From an optimization exercise on the open Yosys and OpenROAD flow, aimed at small area, a short achievable clock period and few clock cycles per item; shortcuts taken in it are not production practice.
In this exercise RTL edits were held to simulation tests only and were not proved equivalent to the original.
Power figures rest on the tool's default switching activity, not on a simulated workload.

<file path="design/flow/design.v">
package res_pkg;
  localparam int KEY_W    = 64;
  localparam int SALARY_W = 32;
  localparam int TAG_W    = 32;
  localparam int MAX_RECORDS_DEF = 32;
  localparam int KEY_BYTES_DEF   = 8;
  typedef struct packed {
    logic [KEY_W-1:0]           key;
    logic signed [SALARY_W-1:0] salary;
    logic [TAG_W-1:0]           tag;
  } record_t;
  typedef struct packed {
    record_t rec;
    logic    final_flag;
    logic    overflow;
  } out_beat_t;
endpackage
module record_exchange_sort_top #(
  parameter int MAX_RECORDS = res_pkg::MAX_RECORDS_DEF,
  parameter int KEY_BYTES   = res_pkg::KEY_BYTES_DEF
) (
  input  logic                                clk,
  input  logic                                rst_n,
  input  logic                                in_valid,
  output logic                                in_ready,
  input  logic [res_pkg::KEY_W-1:0]           in_name_key,
  input  logic signed [res_pkg::SALARY_W-1:0] in_salary,
  input  logic [res_pkg::TAG_W-1:0]           in_record_tag,
  input  logic                                in_is_last,
  output logic                                out_valid,
  input  logic                                out_ready,
  output logic [res_pkg::KEY_W-1:0]           out_sorted_key,
  output logic signed [res_pkg::SALARY_W-1:0] out_sorted_salary,
  output logic [res_pkg::TAG_W-1:0]           out_sorted_tag,
  output logic                                out_final_flag,
  output logic                                out_overflow
);
  localparam int N  = MAX_RECORDS;
  localparam int AW = $clog2(MAX_RECORDS);
  localparam int KW = res_pkg::KEY_W;
  localparam int RW = res_pkg::KEY_W + res_pkg::SALARY_W + res_pkg::TAG_W;
  localparam int CW = $clog2(MAX_RECORDS + 1);
  localparam logic [KW-1:0] KEY_MASK = {KW{1'b1}} << (KW - 8 * KEY_BYTES);
  function automatic logic key_lt(input logic [KW-1:0] a, input logic [KW-1:0] b);
    logic [KW-1:0] l, e;
    integer w, k;
    l = ~a & b;
    e = ~(a ^ b);
    for (w = KW / 2; w >= 1; w = w / 2) begin
      for (k = 0; k < w; k = k + 1) begin
        l[k] = l[2*k+1] | (e[2*k+1] & l[2*k]);
        e[k] = e[2*k+1] & e[2*k];
      end
    end
    key_lt = l[0];
  endfunction
  logic          in_ready_r;
  logic          r_v, r_drop, r_last;
  logic [RW-1:0] r_rec;
  logic [N-1:0]  r_lt;       
  logic          r_lt_prev;  
  logic [N-1:0]  r_wrp;      
  logic [CW-1:0] acc_cnt;    
  logic          acc_full;   
  logic          ins_par;    
  logic [RW-1:0] sl_rec [N];
  logic [N-1:0]  sl_used;    
  logic [N-1:0]  sl_cur;     
  logic [N-1:0]  sl_par;     
  logic [N-1:0]  sl_ovf;     
  logic [N-1:0]  alloc;      
  logic [AW-1:0] alloc_ix;
  logic          alloc_v;    
  logic [AW-1:0] ix [N];     
  logic [N-1:0]  iv;         
  logic [N-1:0]  head_oh;    
  logic [AW-1:0] head_nxt;
  logic [CW-1:0] occ;        
  logic [CW-1:0] cur_cnt;    
  logic [CW-1:0] done_cnt;   
  logic          o_v, o_fin, o_ovf;
  logic [RW-1:0] o_rec;
  logic          s_v, s_fin, s_ovf;
  logic [RW-1:0] s_rec;
  logic          in_hs, cons, ins, last_now, ovf_now, pop;
  logic [N-1:0]  lt;         
  logic [N:0]    c;          
  logic [N-1:0]  wr;         
  logic [N-1:0]  used_nxt;
  logic [N-1:0]  alloc_nxt;
  logic [AW-1:0] alloc_ix_nxt;
  logic [N-1:0]  wr_slot;
  logic [AW-1:0] wr_ix;
  logic [RW-1:0] p_rec;
  logic          p_fin, p_ovf;
  logic          nxt_v, nxt_par;
  logic          h_par, h_ovf, h1_par;
  logic [KW-1:0] in_key;
  logic          in_lt_r;    
  logic [N-1:0]  in_lt_sl;   
  logic          r_v_nxt, r_drop_nxt, s_v_nxt, pop_nxt, cons_nxt;
  logic [CW-1:0] occ_nxt, done_nxt;
  assign in_ready = in_ready_r;
  assign in_hs    = in_valid & in_ready_r;
  assign in_key   = in_name_key & KEY_MASK;
  assign pop = ~s_v & (done_cnt != '0);
  assign cons     = r_v & (r_drop | ~iv[N-1] | pop);
  assign ins      = cons & ~r_drop;
  assign last_now = cons & r_last;
  assign ovf_now  = cons & r_drop;
  assign in_lt_r = key_lt(in_key, r_rec[RW-1 -: KW]);
  for (genvar s = 0; s < N; s++) begin : g_cmp
    assign in_lt_sl[s] = key_lt(in_key, sl_rec[s][RW-1 -: KW]);
    assign lt[s]       = sl_cur[s] & (r_wrp[s] ? r_lt_prev : r_lt[s]);
  end
  for (genvar i = 0; i < N; i++) begin : g_c
    assign c[i] = ~iv[i] | lt[ix[i]];
  end
  assign c[N] = 1'b1;
  for (genvar s = 0; s < N; s++) begin : g_wr
    assign wr_slot[s] = alloc_v ? alloc[s] : head_oh[s];
  end
  assign wr_ix = alloc_v ? alloc_ix : ix[0];
  assign wr    = wr_slot & {N{ins}};
  for (genvar s = 0; s < N; s++) begin : g_used
    assign used_nxt[s] = wr[s] | (sl_used[s] & ~(pop & head_oh[s]));
  end
  always_comb begin
    alloc_nxt    = '0;
    alloc_ix_nxt = '0;
    for (int s = N - 1; s >= 0; s--) begin
      if (!used_nxt[s]) begin
        alloc_nxt    = '0;
        alloc_nxt[s] = 1'b1;
        alloc_ix_nxt = AW'(s);
      end
    end
  end
  always_comb begin
    p_rec = '0;
    h_par = 1'b0;
    h_ovf = 1'b0;
    for (int s = 0; s < N; s++) begin
      p_rec = p_rec | (sl_rec[s] & {RW{head_oh[s]}});
      h_par = h_par | (sl_par[s] & head_oh[s]);
      h_ovf = h_ovf | (sl_ovf[s] & head_oh[s]);
    end
  end
  assign h1_par = sl_par[ix[1]];
  always_comb begin
    if (ins & c[1]) begin
      nxt_v   = 1'b1;
      nxt_par = ins_par;
    end else begin
      nxt_v   = iv[1];
      nxt_par = h1_par;
    end
  end
  assign p_ovf = h_ovf;
  assign p_fin = ~(nxt_v & (nxt_par == h_par));
  assign s_v_nxt    = (!o_v || out_ready) ? 1'b0 : (s_v | pop);
  assign occ_nxt    = occ + CW'(ins) - CW'(pop);
  assign done_nxt   = last_now ? (done_cnt + cur_cnt + CW'(ins) - CW'(pop)) : (done_cnt - CW'(pop));
  assign r_v_nxt    = in_hs | (r_v & ~cons);
  assign r_drop_nxt = in_hs ? acc_full : r_drop;
  assign pop_nxt    = ~s_v_nxt & (done_nxt != '0);
  assign cons_nxt   = r_drop_nxt | (occ_nxt != CW'(N)) | pop_nxt;
  always_ff @(posedge clk) begin
    if (in_ready_r) begin
      r_rec  <= {in_key, in_salary, in_record_tag};
      r_last <= in_is_last;
      r_drop <= acc_full;
      r_lt      <= in_lt_sl;
      r_lt_prev <= in_lt_r;
      r_wrp     <= wr;
    end
    if (!rst_n) begin
      in_ready_r <= 1'b0;
      r_v        <= 1'b0;
      acc_cnt    <= '0;
      acc_full   <= 1'b0;
      ins_par    <= 1'b0;
      occ        <= '0;
      cur_cnt    <= '0;
      done_cnt   <= '0;
      alloc      <= N'(1);
      alloc_ix   <= '0;
      alloc_v    <= 1'b1;
    end else begin
      in_ready_r <= ~r_v_nxt | cons_nxt;
      r_v        <= r_v_nxt;
      if (in_hs) begin
        if (in_is_last) begin
          acc_cnt  <= '0;
          acc_full <= 1'b0;
        end else if (!acc_full) begin
          acc_cnt  <= acc_cnt + CW'(1);
          acc_full <= (acc_cnt == CW'(N - 1));
        end
      end
      if (last_now) ins_par <= ~ins_par;
      occ      <= occ_nxt;
      cur_cnt  <= last_now ? '0 : (cur_cnt + CW'(ins));
      done_cnt <= done_nxt;
      alloc    <= alloc_nxt;
      alloc_ix <= alloc_ix_nxt;
      alloc_v  <= ~&used_nxt;
    end
  end
  for (genvar s = 0; s < N; s++) begin : g_slot
    always_ff @(posedge clk) begin
      if (wr[s]) begin
        sl_rec[s] <= r_rec;
        sl_par[s] <= ins_par;
      end
      if (wr[s]) begin
        sl_cur[s] <= ~r_last;
        sl_ovf[s] <= 1'b0;
      end else begin
        sl_cur[s] <= sl_cur[s] & ~last_now;
        sl_ovf[s] <= sl_ovf[s] | (ovf_now & sl_cur[s]);
      end
      if (!rst_n) sl_used[s] <= 1'b0;
      else        sl_used[s] <= used_nxt[s];
    end
  end
  for (genvar i = 0; i < N; i++) begin : g_ent
    logic          c_lo, c_hi;
    logic          sel_up, sel_new, sel_dn;
    logic [AW-1:0] up_ix, dn_ix, n_ix;
    logic          up_v, dn_v, n_v;
    assign c_lo = (i == 0) ? 1'b0 : c[(i == 0) ? 0 : i - 1];
    assign c_hi = c[i + 1];
    if (i == N - 1) begin : g_top
      assign up_ix = ix[i];
      assign up_v  = 1'b0;
    end else begin : g_mid
      assign up_ix = ix[i + 1];
      assign up_v  = iv[i + 1];
    end
    if (i == 0) begin : g_bot
      assign dn_ix = ix[i];
      assign dn_v  = 1'b0;
    end else begin : g_upper
      assign dn_ix = ix[i - 1];
      assign dn_v  = iv[i - 1];
    end
    assign sel_up  = pop & ~(ins & c_hi);
    assign sel_new = ins & (pop ? (c_hi & ~c[i]) : (c[i] & ~c_lo));
    assign sel_dn  = ~pop & ins & c_lo;
    always_comb begin
      if (sel_up) begin
        n_ix = up_ix; n_v = up_v;
      end else if (sel_new) begin
        n_ix = wr_ix; n_v = 1'b1;
      end else if (sel_dn) begin
        n_ix = dn_ix; n_v = dn_v;
      end else begin
        n_ix = ix[i]; n_v = iv[i];
      end
    end
    if (i == 0) begin : g_head
      assign head_nxt = n_ix;
    end
    always_ff @(posedge clk) begin
      ix[i] <= n_ix;
      if (!rst_n) iv[i] <= 1'b0;
      else        iv[i] <= n_v;
    end
  end
  always_ff @(posedge clk) begin
    for (int s = 0; s < N; s++) head_oh[s] <= (head_nxt == AW'(s));
  end
  always_ff @(posedge clk) begin
    if (!o_v || out_ready) begin
      if (s_v) begin
        o_rec <= s_rec; o_fin <= s_fin; o_ovf <= s_ovf;
      end else begin
        o_rec <= p_rec; o_fin <= p_fin; o_ovf <= p_ovf;
      end
    end else if (pop) begin
      s_rec <= p_rec; s_fin <= p_fin; s_ovf <= p_ovf;
    end
    if (!rst_n) begin
      o_v <= 1'b0;
      s_v <= 1'b0;
    end else begin
      o_v <= (!o_v || out_ready) ? (s_v | pop) : 1'b1;
      s_v <= s_v_nxt;
    end
  end
  assign out_valid         = o_v;
  assign out_sorted_key    = o_rec[RW-1 -: KW];
  assign out_sorted_salary = o_rec[res_pkg::SALARY_W + res_pkg::TAG_W - 1 -: res_pkg::SALARY_W];
  assign out_sorted_tag    = o_rec[res_pkg::TAG_W-1:0];
  assign out_final_flag    = o_fin;
  assign out_overflow      = o_ovf;
endmodule
</file>
<file path="design/flow/flow/run.sh">
#!/bin/bash
# Standard layout, with the port buffers made from plain buf_4 cells
# instead of the delay buffers buffer_ports picks by default.
set -e
export BUFFER_PORTS_ARGS="-buffer_cell sky130_fd_sc_hd__buf_4"
bash standard.sh > standard.log 2>&1
</file>
<file path="design/flow/standard.sh">
#!/bin/bash
# synth_recipe.tcl (not shown) runs the flow's synth.tcl, then flattens the netlist and writes it again
# the make line also repeats each setting of config.mk as NAME=value (left out here)
make -C /OpenROAD-flow-scripts/flow DESIGN_CONFIG=/design/flow/config.mk WORK_HOME=/design/flow/orfs CLKGATE_MAP_FILE= SYNTH_SCRIPT=/design/flow/synth_recipe.tcl "${@:-finish}"
</file>
<file path="design/flow/config.mk">
export PLATFORM = sky130hd
export DESIGN_NAME = record_exchange_sort_top
export DESIGN_NICKNAME = record_exchange_sort_top
export VERILOG_FILES = /design/flow/design.v
export SDC_FILE = /design/flow/constraint.sdc
export NUM_CORES = 4
export LEC_CHECK = 0
export CAP_MARGIN = 20
export CORE_MARGIN = 2
export CORE_UTILIZATION = 40
export CTS_CLUSTER_DIAMETER = 80
export CTS_CLUSTER_SIZE = 30
export PLACE_DENSITY = 0.5
export SETUP_SLACK_MARGIN = 4.5
export SLEW_MARGIN = 20
</file>
<file path="design/flow/constraint.sdc">
create_clock -name core_clock -period 8.0 [get_ports {clk}]
set_input_delay 1.6000 -clock core_clock [delete_from_list [all_inputs] [get_ports {clk}]]
set_output_delay 1.6000 -clock core_clock [all_outputs]
set_load 0.01 [all_outputs]
</file>
==> run summary, run 1 <==
Rel. slew slack = 19.0%
Synth top area share = 60.8%
DP Worst Slack = 1.76 ns
Post-synth ARST share = 0%
CP Class = input pin to flop
Routed vias/inst = 6.88
Setup tns final = 0 ns
Fin cells = 24.9k
Num CTS Buffers = 308
Sequential share of power = 41.9%
Max VDD drop = 0.264 mV
GRT overflow = 0
Post-Syn Instances = 15.9k
Most numerous cell in the Yosys netlist = edfxtp_1
Logic pwr share = 34.8%
Max incr delay on CP = 0.61 ns
Worst EP required = 8.84 ns
Max Clk Rate = 0.236 GHz
RSZ-0062 raised after global routing = yes
Synth top cells by count = 4738 x edfxtp_1, 2099 x ha_1, 1549 x a22oi_1
Critical path's slowest cell = a311oi_4
CORE AREA = 582000 sq um
Initial antenna violation count = 70
GRT Util Overall = 36.0%
Post-layout instance area = 274000 sq um
Leading area contributor after synthesis = edfxtp_1
Sequential area share after synthesis = 62.8%
Num ports = 265
Yosys reg bits = 4971
Area after DPL = 248000 sq um
Synth Cell Area = 234000 sq um
Antenna viol nets, final = 0
First-pass GRT wire length = 1450000 um
Final WS setup = 3.76 ns
Library cells used by synthesis = 99
Post-synth EDFFs = 4738
Startpoint type of the worst setup path = input pin
CTS clock-pin slew for the worst setup and hold paths = 0.10 ns
Synthesis-to-finish area growth = 17.2%
CTS tree = done
Die area = 591000 sq um
Max Cap Violations = 0
Placed wire-length estimate = 672000 um
Final wirelength = 1110000 um
Worst setup EP type = flop
Main area contributors after synthesis = edfxtp_1 61%, ha_1 11%, a22oi_1 5.0%
Synth warn = 3
DR vias = 171k
Switching share of total power = 39.1%
Final Wtd Congestion = 1.01
Int Power = 49.4 mW
Tcrit/Tclk final = 53.0%
1st-pass router iterations = 6
# hold bufs at CTS = 0
Mean Syn Cell Area = 14.7 sq um
CP top delay family = compound AO/OA/AOI/OAI gates
Status = finished clean
Worst Path Arrival = 5.08 ns
Placed Cells = 23.7k
Fin crit period = 4.24 ns
Routed len/inst = 44.6 um
Clock network fraction of total power = 23.3%
Final setup viols = 0
Final hold vios = 0
Final Max Tran Viols = 0
Crit-path cells = buf_12 -> clkinvlp_4 -> buf_6 -> buf_12 -> ha_4 -> and3b_1 -> o21a_1 -> o21a_1 -> o21a_1 -> o21a_1 -> o211ai_1 -> a211oi_2 -> a311oi_4 -> o21ai_2 -> a31o_2
Ys flop type = edfxtp_1
Initial Util = 40.2%
Row count = 280
Min-delay worst type = flop to flop
Iteration-0 DRC Markers = 27.4k
Post-Syn Nets = 18.2k
Number of clock sinks = 4971
Die Y-Extent = 769 um
Vias in the first global route = 160k
Power per cell area = 296 nW/um^2
IO buf count = 264
Lkg Pwr = 97.0 nW
Clock Skew = 0.0677 ns
Critical-path maximum fanout = 5
Measured slew at the worst slew-check pin = 1.22 ns
CP most frequent cell = o21a_1
Largest net degree at the start of global routing = 80
Critical path buffers and inverters = 4
CTS H-tree depth = 5
DRC Markers = 0
Die width = 769 um
Skew-Pair Late Insertion Delay = 1.07 ns
Longest Clk Path Bufs = 4
Share of layout cells above drive strength 1 = 19.9%
Final #Nets = 19.1k
Clock root buffer = clkbuf_16
P_sw = 31.8 mW
-- repair_timing --
| item | CTS | global route |
|---|---|---|
| setup buffers | 361 | 181 |
| pin swaps | 354 | 453 |
| resized for setup | 1381 | 534 |
| endpoints found under the hold margin | 0 | 0 |
| cloned | 61 | 13 |
| setup endpoints to repair | 3383 | 580 |
-- power by group through the flow --
stage | Combinational (mW) | Clock (mW) | Sequential (mW)
finish | 28.2 | 18.9 | 34.0
floorplan | 13.4 | 0 | 32.9
CTS | 26.5 | 19.0 | 34.0
global placement | 24.5 | 0 | 34.6
detailed placement | 24.4 | 0 | 34.6
global route | 28.9 | 19.9 | 34.2
-- worst register-to-register path, delay by kind of cell, from the launching register on --
| family | cells | cell delay [ns] |
|---|---|---|
| flops | 1 | 0.44 |
| buf+inv | 5 | 0.74 |
| simple gates | 4 | 1.58 |
| mux | 3 | 0.57 |
| compound gates | 3 | 0.65 |
-- final timing paths --
path                  start          to  slack [ns]  depth (start not counted)
max          in_name_key[1]    r_lt[16]        3.76                         15
min              sl_ovf[14]  sl_ovf[14]        0.48                          2
max reg2reg       r_lt_prev  head_oh[0]        3.91                         15
min reg2reg      sl_ovf[14]  sl_ovf[14]        0.48                          2
-- logic make-up (layout without fill, tap and decap cells) --
family / count (synthesis) / count (layout) / synth area share (%)
AND/OR/NAND/NOR: 2796 / 2801 / 6.59
buffers and inverters: 963 / 2091 / 1.57
AO/OA/AOI/OAI: 4517 / 4529 / 13.8
adder cells (fa/ha/maj): 2102 / 2102 / 11.2
other: 0 / 32 / 0
flip-flops: 4971 / 4971 / 62.8
multiplexers: 572 / 572 / 3.89
XOR/XNOR: 26 / 26 / 0.0973
-- sequential cells by signal (all words and copies together) (netlist names), 6 cells and up --
signal	count
sl_rec	4096
ix	160
o_rec	128
r_rec	128
s_rec	128
alloc	32
head_oh	32
iv	32
r_lt	32
r_wrp	32
sl_cur	32
sl_ovf	32
sl_par	32
sl_used	32
acc_cnt	6
cur_cnt	6
done_cnt	6
occ	6
-- cell type report --
type                       count  area [sq um]
clock buffer                 327          7950
antenna                       32          80.1
multi-input combinational  10000         90800
clock inverter               227          3090
tap                         7755          9700
fill                       50700        308000
sequential                  4971        147000
inverter                     165           822
timing repair buffer        1372         14700
-- layout by cell type (no fill, tap or decap), drive strengths merged, types with 95 or more instances in the layout --
master | netlist | routed
a21o | 641 | 641
a21oi | 611 | 615
a221oi | 288 | 288
a22o | 266 | 266
a22oi | 1549 | 1549
buf | 201 | 1332
clkbuf | 597 | 337
clkinv | 4 | 95
dfxtp | 233 | 233
edfxtp | 4738 | 4738
ha | 2099 | 2099
inv | 161 | 240
mux2 | 153 | 153
mux2i | 164 | 164
mux4 | 255 | 255
nand2 | 401 | 406
nand2b | 223 | 223
nand3 | 342 | 342
nand4 | 668 | 668
nor2 | 388 | 388
nor2b | 220 | 220
nor3 | 99 | 99
nor3b | 95 | 95
o21ai | 485 | 485
o22ai | 117 | 121
or4 | 135 | 135
-- layer usage --
layer / up-vias / GRT usage [%] / share of wire (%)
li1: 67600 / - / -
met1: 89600 / 48.7 / 39
met2: 11600 / 54.4 / 43
met3: 2345 / 8.38 / 11
met4: 30 / 18.2 / 6.4
met5: - / 0 / 0.039
-- through the flow --
step | hold slack (ns) | util (%) | power (mW)
after floorplan | 0.437 | - | 46.3
after global placement | 0.449 | 42.6 | 59.1
after detailed placement | 0.459 | 42.6 | 59.1
after CTS | 0.477 | 46.3 | 79.6
after global routing | 0.505 | 47.1 | 83.0
final | 0.475 | 47.1 | 81.2
Testbench counts, summed over its fixed seeds: cycles 4,759, items 4,487.
==> run 2, diff against run 1 <==
--- a/design/flow/design.v
+++ b/design/flow/design.v
@@ -15,6 +15,26 @@
     logic    overflow;
   } out_beat_t;
 endpackage
+module res_key_lt #(
+  parameter int KW = 64
+) (
+  input  logic [KW-1:0] a,
+  input  logic [KW-1:0] b,
+  output logic          lt
+);
+  always_comb begin
+    logic [KW-1:0] l, e;
+    l = ~a & b;
+    e = ~(a ^ b);
+    for (int w = KW / 2; w >= 1; w = w / 2) begin
+      for (int k = 0; k < w; k++) begin
+        l[k] = l[2*k+1] | (e[2*k+1] & l[2*k]);
+        e[k] = e[2*k+1] & e[2*k];
+      end
+    end
+    lt = l[0];
+  end
+endmodule
 module record_exchange_sort_top #(
   parameter int MAX_RECORDS = res_pkg::MAX_RECORDS_DEF,
   parameter int KEY_BYTES   = res_pkg::KEY_BYTES_DEF
@@ -41,19 +61,6 @@
   localparam int RW = res_pkg::KEY_W + res_pkg::SALARY_W + res_pkg::TAG_W;
   localparam int CW = $clog2(MAX_RECORDS + 1);
   localparam logic [KW-1:0] KEY_MASK = {KW{1'b1}} << (KW - 8 * KEY_BYTES);
-  function automatic logic key_lt(input logic [KW-1:0] a, input logic [KW-1:0] b);
-    logic [KW-1:0] l, e;
-    integer w, k;
-    l = ~a & b;
-    e = ~(a ^ b);
-    for (w = KW / 2; w >= 1; w = w / 2) begin
-      for (k = 0; k < w; k = k + 1) begin
-        l[k] = l[2*k+1] | (e[2*k+1] & l[2*k]);
-        e[k] = e[2*k+1] & e[2*k];
-      end
-    end
-    key_lt = l[0];
-  endfunction
   logic          in_ready_r;
   logic          r_v, r_drop, r_last;
   logic [RW-1:0] r_rec;
@@ -83,6 +90,7 @@
   logic          s_v, s_fin, s_ovf;
   logic [RW-1:0] s_rec;
   logic          in_hs, cons, ins, last_now, ovf_now, pop;
+  logic          ins_q, pop_q;  
   logic [N-1:0]  lt;         
   logic [N:0]    c;          
   logic [N-1:0]  wr;         
@@ -103,14 +111,14 @@
   assign in_ready = in_ready_r;
   assign in_hs    = in_valid & in_ready_r;
   assign in_key   = in_name_key & KEY_MASK;
-  assign pop = ~s_v & (done_cnt != '0);
+  assign pop = pop_q;
   assign cons     = r_v & (r_drop | ~iv[N-1] | pop);
-  assign ins      = cons & ~r_drop;
+  assign ins      = ins_q;
   assign last_now = cons & r_last;
   assign ovf_now  = cons & r_drop;
-  assign in_lt_r = key_lt(in_key, r_rec[RW-1 -: KW]);
+  res_key_lt #(.KW(KW)) u_lt_r (.a(in_key), .b(r_rec[RW-1 -: KW]), .lt(in_lt_r));
   for (genvar s = 0; s < N; s++) begin : g_cmp
-    assign in_lt_sl[s] = key_lt(in_key, sl_rec[s][RW-1 -: KW]);
+    res_key_lt #(.KW(KW)) u_lt (.a(in_key), .b(sl_rec[s][RW-1 -: KW]), .lt(in_lt_sl[s]));
     assign lt[s]       = sl_cur[s] & (r_wrp[s] ? r_lt_prev : r_lt[s]);
   end
   for (genvar i = 0; i < N; i++) begin : g_c
@@ -177,6 +185,8 @@
     if (!rst_n) begin
       in_ready_r <= 1'b0;
       r_v        <= 1'b0;
+      ins_q      <= 1'b0;
+      pop_q      <= 1'b0;
       acc_cnt    <= '0;
       acc_full   <= 1'b0;
       ins_par    <= 1'b0;
@@ -189,6 +199,8 @@
     end else begin
       in_ready_r <= ~r_v_nxt | cons_nxt;
       r_v        <= r_v_nxt;
+      ins_q      <= r_v_nxt & ~r_drop_nxt & ((occ_nxt != CW'(N)) | pop_nxt);
+      pop_q      <= pop_nxt;
       if (in_hs) begin
         if (in_is_last) begin
           acc_cnt  <= '0;
--- a/design/flow/config.mk
+++ b/design/flow/config.mk
@@ -7,9 +7,11 @@
 export LEC_CHECK = 0
 export CAP_MARGIN = 20
 export CORE_MARGIN = 2
-export CORE_UTILIZATION = 40
+export CORE_UTILIZATION = 45
 export CTS_CLUSTER_DIAMETER = 80
 export CTS_CLUSTER_SIZE = 30
-export PLACE_DENSITY = 0.5
+export MIN_ROUTING_LAYER = met2
+export PLACE_DENSITY = 0.55
 export SETUP_SLACK_MARGIN = 4.5
 export SLEW_MARGIN = 20
+export SYNTH_HIERARCHICAL = 1
==> run summary, run 2 <==
Synth top cells by count = 4738 x edfxtp_1, 2265 x inv_1, 2099 x ha_1
GRT overflow = 1
Row count = 269
GRT Util Overall = 68.2%
Synth warn = 12
Area after DPL = 256000 sq um
Largest net degree at the start of global routing = 79
Longest Clk Path Bufs = 4
Placed Cells = 25.5k
CTS H-tree depth = 5
Num CTS Buffers = 299
IO buf count = 264
Placed wire-length estimate = 798000 um
Fail Step = global routing (5_1_grt)
Post-synth ARST share = 0%
Most numerous cell in the Yosys netlist = edfxtp_1
Yosys reg bits = 4973
Sequential area share after synthesis = 60.5%
Num ports = 265
Final Wtd Congestion = 1.18
Leading area contributor after synthesis = edfxtp_1
Die width = 739 um
Post-Syn Instances = 18.4k
# hold bufs at CTS = 0
Clock root buffer = clkbuf_16
Ys flop type = edfxtp_1
Mean Syn Cell Area = 13.2 sq um
Error msg = [ERROR GRT-0232] Routing congestion too high. Check the congestion heatmap in the GUI.
Number of clock sinks = 4973
Die Y-Extent = 739 um
Main area contributors after synthesis = edfxtp_1 59%, ha_1 11%, a22oi_1 4.9%
Status = stopped before the end
Post-synth EDFFs = 4738
Synth top area share = 58.5%
Initial Util = 45.2%
Synth Cell Area = 243000 sq um
Post-Syn Nets = 20.6k
Library cells used by synthesis = 99
==> run 2: changes by cell type after synthesis, moves of 98 or more <==
cell / change
a21oi_1: +249
o221ai_1: +103
nand4_2: +99
inv_1: +2107
nand2_1: +442
a21o_1: -533
nand3_1: +240
nor2b_1: -197
nor2_1: -98
nor3_1: +189
nand2b_1: -144
==> run 2: cell families after synthesis <==
kind of cell | count (synthesis) | share of synthesized area (%)
adder cells (fa/ha/maj) | 2102 | 10.8
XOR/XNOR | 23 | 0.0829
buffers and inverters | 3059 | 4.78
AO/OA/AOI/OAI | 4398 | 12.9
AND/OR/NAND/NOR | 3337 | 7.56
multiplexers | 491 | 3.36
flip-flops | 4973 | 60.5
==> run 2: power by group through the flow <==
| stage | clock, mW | combinational (mW) | sequential [mW] |
|---|---|---|---|
| 4_1_cts | 18.4 | 21.4 | 33.1 |
| 3_5_place_dp | 0 | 19.7 | 33.7 |
| 3_3_place_gp | 0 | 19.7 | 33.7 |
| 2_1_floorplan | 0 | 10.8 | 32.2 |
==> run 2: what timing repair did <==
action,in CTS
cloned,32
pin swaps,173
endpoints found under the setup margin,3933
resized for setup,935
setup buffers,237
hold endpoints to repair,0
==> run 2: routing by layer <==
layer  overflow  GRT usage, %
met1          -             -
met2          0          70.8
met3          1          80.7
met4          0          42.7
met5          0          65.4
==> run 2: worst max-delay path by stage <==
stage | slack, ns | from | cells after the start | endpoint
3_5_place_dp | 2.43 | in_name_key[59] | 10 | r_lt[8]
4_1_cts | 4.19 | r_lt[28] | 13 | ix[9][0]
3_3_place_gp | 2.43 | in_name_key[14] | 8 | r_lt[5]
2_1_floorplan | 2.97 | out_ready | 2 | s_fin
==> run 2: per-stage QoR <==
stage          worst slack [ns]  utilization [%]  hold WS, ns
2_1_floorplan              2.97                -        0.411
3_3_place_gp               2.43             47.7        0.424
3_5_place_dp               2.43             47.7        0.433
4_1_cts                    4.19             50.9        0.449
Testbench counts of run 2, summed over its fixed seeds: cycles 4,759, items 4,487.
==> run 3, diff against run 2 <==
--- a/design/flow/config.mk
+++ b/design/flow/config.mk
@@ -10,7 +10,6 @@
 export CORE_UTILIZATION = 45
 export CTS_CLUSTER_DIAMETER = 80
 export CTS_CLUSTER_SIZE = 30
-export MIN_ROUTING_LAYER = met2
 export PLACE_DENSITY = 0.55
 export SETUP_SLACK_MARGIN = 4.5
 export SLEW_MARGIN = 20
==> run summary, run 3 <==
Status = finished clean
Min-delay worst type = flop to flop
Placed wire-length estimate = 717000 um
Max VDD drop = 0.237 mV
CP most frequent cell = nand4_1
Critical-path maximum fanout = 6
Die width = 739 um
Worst min-delay path startpoint = sl_used[14]
Longest Clk Path Bufs = 4
Max Cap Violations = 0
Int Power = 46.7 mW
Number of clock sinks = 4973
Clock root buffer = clkbuf_16
Initial antenna violation count = 81
Largest net degree at the start of global routing = 88
CTS clock-pin slew for the worst setup and hold paths = 0.11 ns
CTS H-tree depth = 5
Most frequent cells in the layout = 4738 x edfxtp_1, 2243 x inv_1, 2059 x ha_1
Synth warn = 12
Num CTS Buffers = 298
Top Usage Layer GRT = met2
Ys flop type = edfxtp_1
CTS tree = done
Die area = 546000 sq um
Library cells used by synthesis = 99
Leading area contributor after synthesis = edfxtp_1
Area after DPL = 256000 sq um
Final Wtd Congestion = 1.11
Tcrit/Tclk final = 49.2%
Startpoint type of the worst setup path = input pin
Final wirelength = 1150000 um
P_sw = 27.5 mW
Antenna viol nets, final = 0
Synth top area share = 58.5%
Synthesis-to-finish area growth = 15.0%
Crit. Startpoint = in_name_key[38]
CP Class = input pin to flop
DRC Markers = 0
Final Max Tran Viols = 0
Mean Syn Cell Area = 13.2 sq um
Most numerous cell in the Yosys netlist = edfxtp_1
Setup tns final = 0 ns
Iteration-0 DRC Markers = 31.3k
Post-Syn Nets = 20.6k
GRT overflow = 0
Clock network fraction of total power = 24.7%
Row count = 269
Grt met2 use = 58.4%
Max reg flops = 4096
Lkg Pwr = 105 nW
Routed len/inst = 43.2 um
First-pass GRT wire length = 1500000 um
Synth top cells by count = 4738 x edfxtp_1, 2265 x inv_1, 2099 x ha_1
CORE AREA = 537000 sq um
Post-synth EDFFs = 4738
M3 GR Usage = 10.6%
RSZ-0062 raised after global routing = yes
Fin crit period = 3.94 ns
DP Worst Slack = 2.48 ns
Switching share of total power = 37.0%
1st-pass router iterations = 9
# hold bufs at CTS = 0
Top flop regs = sl_rec x4096, ix x160
Worst Path Arrival = 4.79 ns
Post-layout instance area = 279000 sq um
Most flops, register = sl_rec
Critical path's slowest cell = nor4_4
Num ports = 265
Sequential share of power = 44.7%
Grt met1 use = 54.5%
Vias in the first global route = 168k
Yosys reg bits = 4973
Max incr delay on CP = 1.05 ns
Measured slew at the worst slew-check pin = 1.25 ns
IO buf count = 264
Final #Nets = 21.4k
Critical R2R Launch = r_lt[12]
Final WS setup = 4.06 ns
DR vias = 185k
Initial Util = 45.2%
GRT Util Overall = 40.2%
Power per cell area = 265 nW/um^2
Routed vias/inst = 6.94
Commonest non-fill, non-tap cell in the layout = edfxtp_1
Clock Skew = 0.0906 ns
Post-synth ARST share = 0%
Main area contributors after synthesis = edfxtp_1 59%, ha_1 11%, a22oi_1 4.9%
Crit-path cells = buf_16 -> buf_8 -> inv_2 -> ha_4 -> nand4_1 -> or3_4 -> nor4_4 -> o31ai_4 -> nand4_1
Die Y-Extent = 739 um
Worst setup EP type = flop
Fillers = 45.4k
Final setup viols = 0
Share of layout cells above drive strength 1 = 16.4%
Logic pwr share = 30.6%
Max Clk Rate = 0.254 GHz
Post-Syn Instances = 18.4k
Synth Cell Area = 243000 sq um
Final hold vios = 0
Worst EP required = 8.85 ns
Rel. slew slack = 16.3%
Sequential area share after synthesis = 60.5%
Skew-Pair Late Insertion Delay = 1.08 ns
[run 3: power by group through the flow]
| stage | clock network [mW] | registers (mW) | logic [mW] |
|---|---|---|---|
| detailed placement | 0 | 33.7 | 19.5 |
| global placement | 0 | 33.7 | 19.5 |
| finish | 18.3 | 33.1 | 22.7 |
| global route | 19.2 | 33.3 | 23.2 |
| floorplan | 0 | 32.2 | 10.8 |
| CTS | 18.3 | 33.1 | 20.8 |
[run 3: cell type report]
type | count | area, sq um | share of cell area, %
Inverter | 2269 | 8550 | 3.06
Antenna cell | 56 | 140 | 0.0501
Clock buffer | 312 | 7640 | 2.73
Tap cell | 7181 | 8980 | 3.22
Clock inverter | 210 | 2840 | 1.02
Sequential cell | 4973 | 147000 | 52.6
Timing Repair Buffer | 1240 | 14000 | 5.01
Multi-Input combinational cell | 10400 | 90200 | 32.3
[run 3: per-layer routing]
metal	routed length [um]	vias to the layer above	part of all wire (%)
li1	-	73500	-
met4	83500	44	7.3
met1	434000	94000	38
met3	150000	2804	13
met2	481000	14300	42
met5	447	-	0.039
[run 3: path summary, 6_finish.rpt]
kind	cells after the start	slack, ns	end
worst max-delay path	9	4.06	r_lt[16]
worst min-delay path	1	0.46	alloc[14]
worst max register to register	14	4.16	ix[31][3]
worst min register to register	1	0.46	alloc[14]
[run 3: through the flow]
stage | cells | util [%] | total power, mW | hold slack (ns)
after CTS | 26300 | 50.9 | 72.2 | 0.454
after global routing | 26600 | 52.0 | 75.7 | 0.458
after detailed placement | 25500 | 47.7 | 53.2 | 0.439
after floorplan | 18400 | - | 43.0 | 0.411
after global placement | 25500 | 47.6 | 53.2 | 0.432
final | 26600 | 52.0 | 74.2 | 0.459
[run 3: critical path, delay by kind of cell]
family          cells  cell delay, ns
simple gates        4            2.17
fa+ha+maj           1            0.26
buf+inv             3            0.23
compound gates      1            0.50
[run 3: cells by family after synthesis]
family                   Yosys count  synth area share, %
AO/OA/AOI/OAI                   4398                 12.9
XOR/XNOR                          23               0.0829
adder cells (fa/ha/maj)         2102                 10.8
buffers and inverters           3059                 4.78
flip-flops                      4973                 60.5
multiplexers                     491                 3.36
AND/OR/NAND/NOR                 3337                 7.56
[run 3: what timing repair did]
| action | 4_1_cts | 5_1_grt |
|---|---|---|
| setup buffers | 231 | 236 |
| hold endpoints to repair | 0 | 0 |
| gates resized for setup | 737 | 694 |
| cloned | 47 | 44 |
| endpoints found under the setup margin | 3010 | 424 |
| pin swaps | 152 | 234 |
==> run 4, diff against run 3 <==
--- a/design/flow/config.mk
+++ b/design/flow/config.mk
@@ -7,10 +7,10 @@
 export LEC_CHECK = 0
 export CAP_MARGIN = 20
 export CORE_MARGIN = 2
-export CORE_UTILIZATION = 45
+export CORE_UTILIZATION = 40
 export CTS_CLUSTER_DIAMETER = 80
 export CTS_CLUSTER_SIZE = 30
-export PLACE_DENSITY = 0.55
+export PLACE_DENSITY = 0.5
 export SETUP_SLACK_MARGIN = 4.5
 export SLEW_MARGIN = 20
 export SYNTH_HIERARCHICAL = 1
==> run summary, run 4 <==
Status = finished clean
CORE AREA = 606000 sq um
Synthesis-to-finish area growth = 15.4%
Largest net degree at the start of global routing = 80
Synth Cell Area = 243000 sq um
Grt met2 use = 53.8%
Routed vias/inst = 6.64
Iteration-0 DRC Markers = 29.8k
DRC Markers = 0
Final Wtd Congestion = 1.05
# hold bufs at CTS = 0
Power Total = 75.0 mW
Max VDD drop = 0.218 mV
Setup tns final = 0 ns
Clock root buffer = clkbuf_16
Mean Syn Cell Area = 13.2 sq um
Min-delay worst type = flop to flop
Final hold vios = 0
Commonest non-fill, non-tap cell in the layout = edfxtp_1
Measured slew at the worst slew-check pin = 1.30 ns
Number of clock sinks = 4973
Clock Skew = 0.0856 ns
Worst EP required = 8.89 ns
DP Worst Slack = 2.43 ns
Largest family of logic cells by synthesized area = compound AO/OA/AOI/OAI gates
Top flop regs = sl_rec x4096, ix x160
Grt met1 use = 49.3%
Multiplexer share of the synthesized area = 3.36%
Worst Path Arrival = 4.73 ns
Most flops, register = sl_rec
CTS tree = done
Skew-Pair Late Insertion Delay = 1.09 ns
Compound-Gate Fraction of Synth Area = 12.9%
Initial antenna violation count = 80
Post-synthesis simple-gate area fraction = 7.56%
Max Clk Rate = 0.260 GHz
Post-Syn Nets = 20.6k
Routed len/inst = 42.3 um
CP Class = input pin to flop
Power per cell area = 268 nW/um^2
Lkg Pwr = 105 nW
Startpoint type of the worst setup path = input pin
Synth warn = 12
Top Usage Layer GRT = met2
Final WS setup = 4.16 ns
Row count = 286
Worst setup EP type = flop
Die Y-Extent = 783 um
Sequential area share after synthesis = 60.5%
Synth top cells by count = 4738 x edfxtp_1, 2265 x inv_1, 2099 x ha_1
Yosys reg bits = 4973
Library cells used by synthesis = 99
CTS clock-pin slew for the worst setup and hold paths = 0.11 ns
Longest Clk Path Bufs = 4
Fin crit period = 3.84 ns
Antenna viol nets, final = 0
Leading area contributor after synthesis = edfxtp_1
GRT Util Overall = 36.0%
RSZ-0062 raised after global routing = yes
XOR/XNOR Fraction of Synth Area = 0.0829%
1st-pass router iterations = 9
Tcrit/Tclk final = 48.0%
Adder-Cell Fraction of Synth Area = 10.8%
Main area contributors after synthesis = edfxtp_1 59%, ha_1 11%, a22oi_1 4.9%
CTS H-tree depth = 5
Ys flop type = edfxtp_1
Critical-path maximum fanout = 6
M3 GR Usage = 8.44%
Final wirelength = 1160000 um
Placed wire-length estimate = 732000 um
Max reg flops = 4096
DR vias = 183k
Die width = 783 um
Final #Nets = 21.3k
Die area = 614000 sq um
Post-synth EDFFs = 4738
Post-Syn Instances = 18.4k
Share of layout cells above drive strength 1 = 16.2%
GRT overflow = 0
Max Cap Violations = 0
Most numerous cell in the Yosys netlist = edfxtp_1
Rel. slew slack = 13.4%
Post-synth ARST share = 0%
Final Max Tran Viols = 0
IO buf count = 264
First-pass GRT wire length = 1510000 um
Synth top area share = 58.5%
Final core utilization = 46.3%
Num CTS Buffers = 313
Num ports = 265
Most frequent cells in the layout = 4738 x edfxtp_1, 2238 x inv_1, 2053 x ha_1
Final setup viols = 0
Vias in the first global route = 166k
Initial Util = 40.1%
[run 4: cell type report]
cell class | instances | area (sq um)
antenna | 62 | 155
clock buffer | 332 | 8050
clock inverter | 239 | 3210
fill | 53800 | 325000
inverter | 2269 | 8550
multi-input combinational | 10400 | 90300
sequential | 4973 | 147000
tap | 8064 | 10100
timing repair buffer | 1168 | 13000
[run 4: repair_timing]
| action | in CTS | in global routing |
|---|---|---|
| gates cloned | 21 | 62 |
| endpoints found under the setup margin | 2111 | 447 |
| gates resized for setup | 663 | 639 |
| setup buffers | 164 | 237 |
| pin swaps | 145 | 261 |
[run 4: through the flow]
step           instance area, sq um  cells  hold slack (ns)
2_1_floorplan                243000  18400            0.411
3_3_place_gp                 257000  26400            0.428
3_5_place_dp                 257000  26400            0.427
4_1_cts                      274000  27100            0.444
5_1_grt                      280000  27500            0.452
6_report                     280000  27500            0.458
[run 4: final timing paths]
path	startpoint	endpoint	slack (ns)	cells past startpoint
setup / recovery	in_name_key[54]	r_lt[7]	4.16	11
hold / removal	sl_used[14]	alloc[14]	0.46	1
setup reg to reg	r_lt[23]	ix[7][2]	4.19	12
hold reg to reg	sl_used[14]	alloc[14]	0.46	1
[run 4: layer usage]
metal | vias up | routed length, um
met1 | 94800 | 458000
met3 | 2279 | 132000
met5 | - | 453
met4 | 36 | 73600
li1 | 73400 | -
met2 | 12000 | 498000
[run 4: kinds of logic (layout without fill, tap and decap cells)]
logic type | Yosys count | in the layout
buffers and inverters | 3059 | 4008
adders and majority gates | 2102 | 2102
other | 0 | 62
and+or+nand+nor | 3337 | 3349
DFF | 4973 | 4973
muxes | 491 | 491
xor gates and xnor gates | 23 | 23
AOI/OAI and AO/OA | 4398 | 4413
[run 4: critical path: stages]
cell and delay, ns:
buf_16 0.12, buf_12 0.11, buf_16 0.10, buf_6 0.13, inv_1 0.08, ha_4 0.27, nand4_1 0.11, or4_4 0.70
nor4_4 0.83, o31ai_4 0.38, nand4_1 0.25
[run 4: power breakdown]
part	internal [mW]	total (mW)	switching (mW)	leakage (nW)
Combinational	7.79	22.6	14.8	54.2
Sequential	30.8	33.2	2.33	45.1
Clock	8.44	19.2	10.8	5.42
Total	47.1	75.0	27.9	105

[static timing again, ports no longer ideal]
How much do the figures lean on ideal ports? The routed layouts below were timed once more, with nothing changed but the port constraints.
Step 1: set_driving_cell puts a clkbuf_16 on clk and a buf_2 on each other input, an assumption about the parent block.
Step 2, shift: input delay + t, output delay - t, t = (earliest + latest rising clock arrival at the registers) / 2. This alone moves slack from input paths to output paths.
Three values: ideal, step 1, step 2; two values: the first two.
run	t (ns)	setup slack, ns	worst setup path at the end	worst register clock-pin slew, ns	pins driven straight from the clock port
run 1	1.183	3.756 / 3.835 / 2.651	input to register	0.12 / 0.12	1
run 3	1.165	4.062 / 3.870 / 2.705	input to register	0.12 / 0.12	1
run 4	1.181	4.161 / 4.031 / 2.850	input to register	0.12 / 0.12	1
After both steps setup and hold are still met in every run listed. For run 3, which loses most, drivers alone change the setup slack by -0.192 ns; drivers and shift together by -1.357 ns.
